Context: an optimization exercise on an open-source flow, tuned for small area. The choices shown serve that exercise and are no tape-out recipe. The RTL was checked by simulation tests, not by an equivalence proof against the original design. No activity file was given, so power comes from the tool's default toggle rates.

==> flow/design.v <==
module pytxscobufctrl #(
    parameter int AW = 6
) (
    input  logic          clk_6M,
    input  logic          rstz,
    input  logic          tsco_p,
    input  logic          bsm_we,
    input  logic [31:0]   bsm_din,
    input  logic          bsm_flush,
    input  logic          lnctrl_cs,
    input  logic [AW-1:0] lnctrl_addr,
    output logic [31:0]   lnctrl_dout,
    output logic [AW:0]   tx_len,
    output logic          tx_valid,
    output logic [AW:0]   fill_cnt,
    output logic          fill_full,
    output logic          underrun_p,
    output logic          overrun_p
);
    localparam int DEPTH = 2 ** AW;
    localparam logic [AW:0] DEPTH_W = (AW+1)'(DEPTH);
    logic [31:0] mem [0:2*DEPTH-1];
    logic          sel_reg;
    logic [AW:0]   wptr_reg;
    logic [AW:0]   tx_len_reg;
    logic          tx_valid_reg;
    logic [31:0]   dout_reg;
    logic          underrun_reg;
    logic          overrun_reg;
    logic          wr_ok;
    logic [AW:0]   len_now;
    logic          swap;
    logic          underrun;
    logic          rd_hit;
    assign fill_full = (wptr_reg == DEPTH_W);
    assign fill_cnt  = wptr_reg;
    assign wr_ok    = bsm_we & ~fill_full & ~bsm_flush;
    assign len_now  = wptr_reg + {{AW{1'b0}}, wr_ok};
    assign swap     = tsco_p & ~bsm_flush & (len_now != '0);
    assign underrun = tsco_p & ~swap;
    assign rd_hit   = tx_valid_reg & ({1'b0, lnctrl_addr} < tx_len_reg);
    always_ff @(posedge clk_6M) begin
        if (wr_ok)
            mem[{sel_reg, wptr_reg[AW-1:0]}] <= bsm_din;
    end
    always_ff @(posedge clk_6M or negedge rstz) begin
        if (!rstz) begin
            sel_reg      <= 1'b0;
            wptr_reg     <= '0;
            tx_len_reg   <= '0;
            tx_valid_reg <= 1'b0;
            underrun_reg <= 1'b0;
            overrun_reg  <= 1'b0;
        end else begin
            underrun_reg <= underrun;
            overrun_reg  <= bsm_we & fill_full & ~bsm_flush;
            if (swap) begin
                sel_reg      <= ~sel_reg;
                tx_len_reg   <= len_now;
                tx_valid_reg <= 1'b1;
                wptr_reg     <= '0;
            end else if (underrun) begin
                tx_len_reg   <= '0;
                tx_valid_reg <= 1'b0;
                wptr_reg     <= '0;
            end else if (bsm_flush) begin
                wptr_reg <= '0;
            end else if (wr_ok) begin
                wptr_reg <= wptr_reg + 1'b1;
            end
        end
    end
    always_ff @(posedge clk_6M or negedge rstz) begin
        if (!rstz)
            dout_reg <= '0;
        else if (lnctrl_cs)
            dout_reg <= rd_hit ? mem[{~sel_reg, lnctrl_addr}] : 32'h0;
    end
    assign lnctrl_dout = dout_reg;
    assign tx_len      = tx_len_reg;
    assign tx_valid    = tx_valid_reg;
    assign underrun_p  = underrun_reg;
    assign overrun_p   = overrun_reg;
endmodule
==> flow/run.sh <==
#!/bin/bash
# synth_recipe.tcl (not shown) runs the flow's synth.tcl, then flattens the netlist and writes it again
# the make line also repeats each setting of config.mk as NAME=value (left out here)
make -C /OpenROAD-flow-scripts/flow DESIGN_CONFIG=/design/flow/config.mk WORK_HOME=/design/flow/orfs CLKGATE_MAP_FILE= SYNTH_SCRIPT=/design/flow/synth_recipe.tcl finish
==> flow/config.mk <==
export PLATFORM = sky130hd
export DESIGN_NAME = pytxscobufctrl
export DESIGN_NICKNAME = pytxscobufctrl
export VERILOG_FILES = /design/flow/design.v
export SDC_FILE = /design/flow/constraint.sdc
export NUM_CORES = 4
export LEC_CHECK = 0
export CAP_MARGIN = 20
export CORE_MARGIN = 2
export CORE_UTILIZATION = 40
export SLEW_MARGIN = 20
==> flow/constraint.sdc <==
create_clock -name core_clock -period 6.0 [get_ports {clk_6M}]
set_input_delay 1.2000 -clock core_clock [delete_from_list [all_inputs] [get_ports {clk_6M}]]
set_output_delay 1.2000 -clock core_clock [all_outputs]
set_load 0.01 [all_outputs]
==> reports/results.tsv <==
stage	metric	value	unit
sta	tightest_slew	1240	ps
setup_path	worstPathArrival	5260	ps
synth	synth_edf_count	4096	
place	portBuffers	93	
sta	worst_slack	1400	ps
route	first_pass_iters	6	
cts	cts_setup_buffers	0	
cts	clock_latency	1010	ps
synth	ys.flop_type	edfxtp_1	
die	die_h	634	µm
synth	seq_area_frac_synth	0.783	
setup_path	crit_fanout	19	
place	dp.final_hpwl	262000	µm
global_route	antenna_found_initial	47	
synth	synthTopCellsByCount	4096 x edfxtp_1, 848 x mux4_2, 436 x mux2i_1	
sta	fin_worst_skew	63.0	ps
sta	fin_crit_sh	0.767	
place	gp_congestion	0.862	
pwr	power_leakage	56.7	nW
cts	cts_hold_buf	0	
sta	hold_viol	0	
layout	layout.nets	7742	
route	wl	442000	µm
pwr	vdd_drop_max	0.000260	V
die	ioPinCount	94	
cts	cts.clk_slew.worst_paths	60	ps
pwr	p_per_area	331	mW/mm²
setup_path	crit_type	reg -> reg	
global_route	grt_pass1_vias	77982	
layout	drive_above_1_share	0.260	
cts	clockRootBuffer	clkbuf_16	
route	antenna_left	0	
global_route	grt_pass1_wl	614000	µm
min_path	worstHoldPathType	in -> async	
cts	cts_repair_resize_count	0	
synth	synth_area_leaders	edfxtp_1 78%, mux4_2 12%, mux2i_1 2.8%	
setup_path	cp-start-kind	register	
synth	async_reset_ff_frac	0.0121	
die	fp-row-count	231	
sta	finalSetupViolations	0	
layout	largest_reg_flops	4096	
setup_path	end_kind	register	
cts	numCtsBuffers	419	
cts	cts_tree	built	
synth	synth_top_area_share	0.776	
place	dp_slack	694	ps
setup_path	cp_slowest_cell	dfrtp_1	
setup_path	cp_cell_sequence	inv_1 -> ha_1 -> nand4_1 -> and3b_1 -> nand4_1 -> buf_4 -> nor2_4 -> buf_4	
sta	fin_setup_tns	0	ps
die	die_area	0.402	mm²
synth	syn_avg_cell_area	22.0	µm²
global_route	grt_usage	0.217	
sta	fmax	0.217	GHz
job	maxCapViolCount	0	
route	viasPerCell	5.96	
setup_path	max_stage_delay	750	ps
run_status	status	no timing/DRC/antenna violations	
synth	syn_nets	7260	
cts	htreeDepth	5	
die	die_w	634	µm
synth	synth.most_common_cell	edfxtp_1	
global_route	grt_max_degree	88	
synth	yosys_warnings	1	
sta	period_needed	4600	ps
synth	syn_inst	7207	
synth	yosysTopAreaCell	edfxtp_1	
die	core_area	0.395	mm²
setup_path	path_buf_inv	3	
route	drcViolationCount	0	
synth	syn_area	0.159	mm²
sta	rsz0062_at_grt	no	
route	wl_per_cell	33.3	µm
setup_path	path_delay_family	simple AND/OR/NAND/NOR gates	
sta	finalMaxSlewViolations	0	
route	vias	79214	
die	start_util	0.401	
route	drt_iter0_drc	11201	
sta	relSlewSlack	0.174	
synth	synth.distinct_cells	50	
setup_path	worstPathRequired	6660	ps
cts	cts_buffer_depth	4	
synth	ys_ff_latch	4146	
global_route	overflow	0	
layout	area_growth	14.6	%
cts	clkSinkCount	4146	
## cells by family after synthesis
family                     Yosys count  synth area share
and+or+nand+nor                    461            0.0137
DFF                               4146             0.783
buffers and inverters              436            0.0128
adders and majority gates            9          0.000710
muxes                             1374             0.154
AOI/OAI and AO/OA                  770            0.0344
xor gates and xnor gates            11          0.000607
## path summary, 6_finish.rpt
path / start / to / slack (ps) / cells past startpoint
setup / recovery: wptr_reg[0]$_DFFE_PN0P_ / mem[87][3]$_DFFE_PP_ / 1400 / 8
hold / removal: rstz / tx_len_reg[4]$_DFFE_PN0P_ / 390 / 2
setup reg to reg: wptr_reg[0]$_DFFE_PN0P_ / mem[87][3]$_DFFE_PP_ / 1400 / 8
hold reg to reg: tx_len_reg[3]$_DFFE_PN0P_ / tx_len_reg[3]$_DFFE_PN0P_ / 600 / 2
max in group asynchronous: rstz / dout_reg[12]$_DFFE_PN0P_ / 4950 / 2
min in group core_clock: tx_len_reg[3]$_DFFE_PN0P_ / tx_len_reg[3]$_DFFE_PN0P_ / 600 / 2
## final cells by class
type | instances | area (µm²)
multi-input cells | 2625 | 33400
diodes | 11 | 27.5
repair buffers | 484 | 4450
clock buffers | 517 | 11000
inverters | 13 | 51.3
well taps | 5242 | 6560
flip-flops and latches | 4146 | 124000
fillers | 32548 | 214000
clock inverters | 247 | 2100
## power by group
| part | internal, W | switching (W) |
|---|---|---|
| clock | 0.0141 | 0.0109 |
| combinational | 0.00101 | 0.00207 |
| sequential | 0.0319 | 0.0000643 |
| total | 0.0470 | 0.0131 |
## per-layer routing
metal	part of all wire	GRT usage	vias to the layer above
met4	0.036	0.0747	16
met1	0.40	0.306	43004
met3	0.088	0.0359	663
met2	0.48	0.343	3821
met5	0.00022	0	-
li1	-	-	31710
## metrics by stage
step                      hold slack (ps)  power (W)   util  cells  instance area, µm²
after floorplan                       545     0.0340      -   7207              159000
after global placement                588     0.0356  0.426  12495              168000
after detailed placement              593     0.0357  0.426  12507              169000
after CTS                             375     0.0605  0.460  13271              182000
after global routing                  411     0.0616  0.460  13275              182000
final                                 392     0.0601  0.460  13285              182000
## worst register-to-register path: cells and delay by family (launching register included)
| family | cells | cell delay [ps] |
|---|---|---|
| buffers and inverters | 3 | 1270 |
| AND/OR/NAND/NOR | 4 | 1950 |
| flip-flops | 1 | 750 |
| adder cells (fa/ha/maj) | 1 | 280 |
## layout by cell type (no fill, tap or decap), drive strengths merged, types with 5 or more instances in the layout
cell type and n:
a2111oi 25, a21oi 106, a221oi 38, a22o 26
a22oi 279, a31oi 36, and2 46, buf 430
bufinv 27, clkbuf 517, clkdlybuf4s50 54, clkinv 204
clkinvlp 5, dfrtp 50, diode 11, edfxtp 4096
ha 9, inv 24, mux2 90, mux2i 436
mux4 848, nand2 43, nand2b 5, nand3 92
nand4 16, nor2 172, nor2b 13, nor3 56
o211ai 29, o21ai 82, o221ai 100, o22ai 43
xnor2 5, xor2 6

[port drivers added, routing unchanged]
The flow's constraints put no driver on any port. The routed layout listed below was extracted and timed again, unchanged, in two steps. Step 1, drivers: a clkbuf_16 drives clk_6M and a buf_2 each remaining input, both assumed. Step 2 times the ports against the registers' clock, not the clock port: input delays grow and output delays shrink by t, the midpoint of the rising clock arrivals with the driver on. a / b / c = ideal ports / drivers / drivers and shift; a / b = the first two.
shift t [ns]: 1.079
slack for setup (ns): 1.397 / 1.397 / 0.587
worst setup path at the end: input to register
worst data-port slew with drivers (ns): 0.08
After both steps this run still meets setup and hold. For this run, drivers alone change the setup slack by 0.000 ns; drivers and shift together by -0.810 ns.
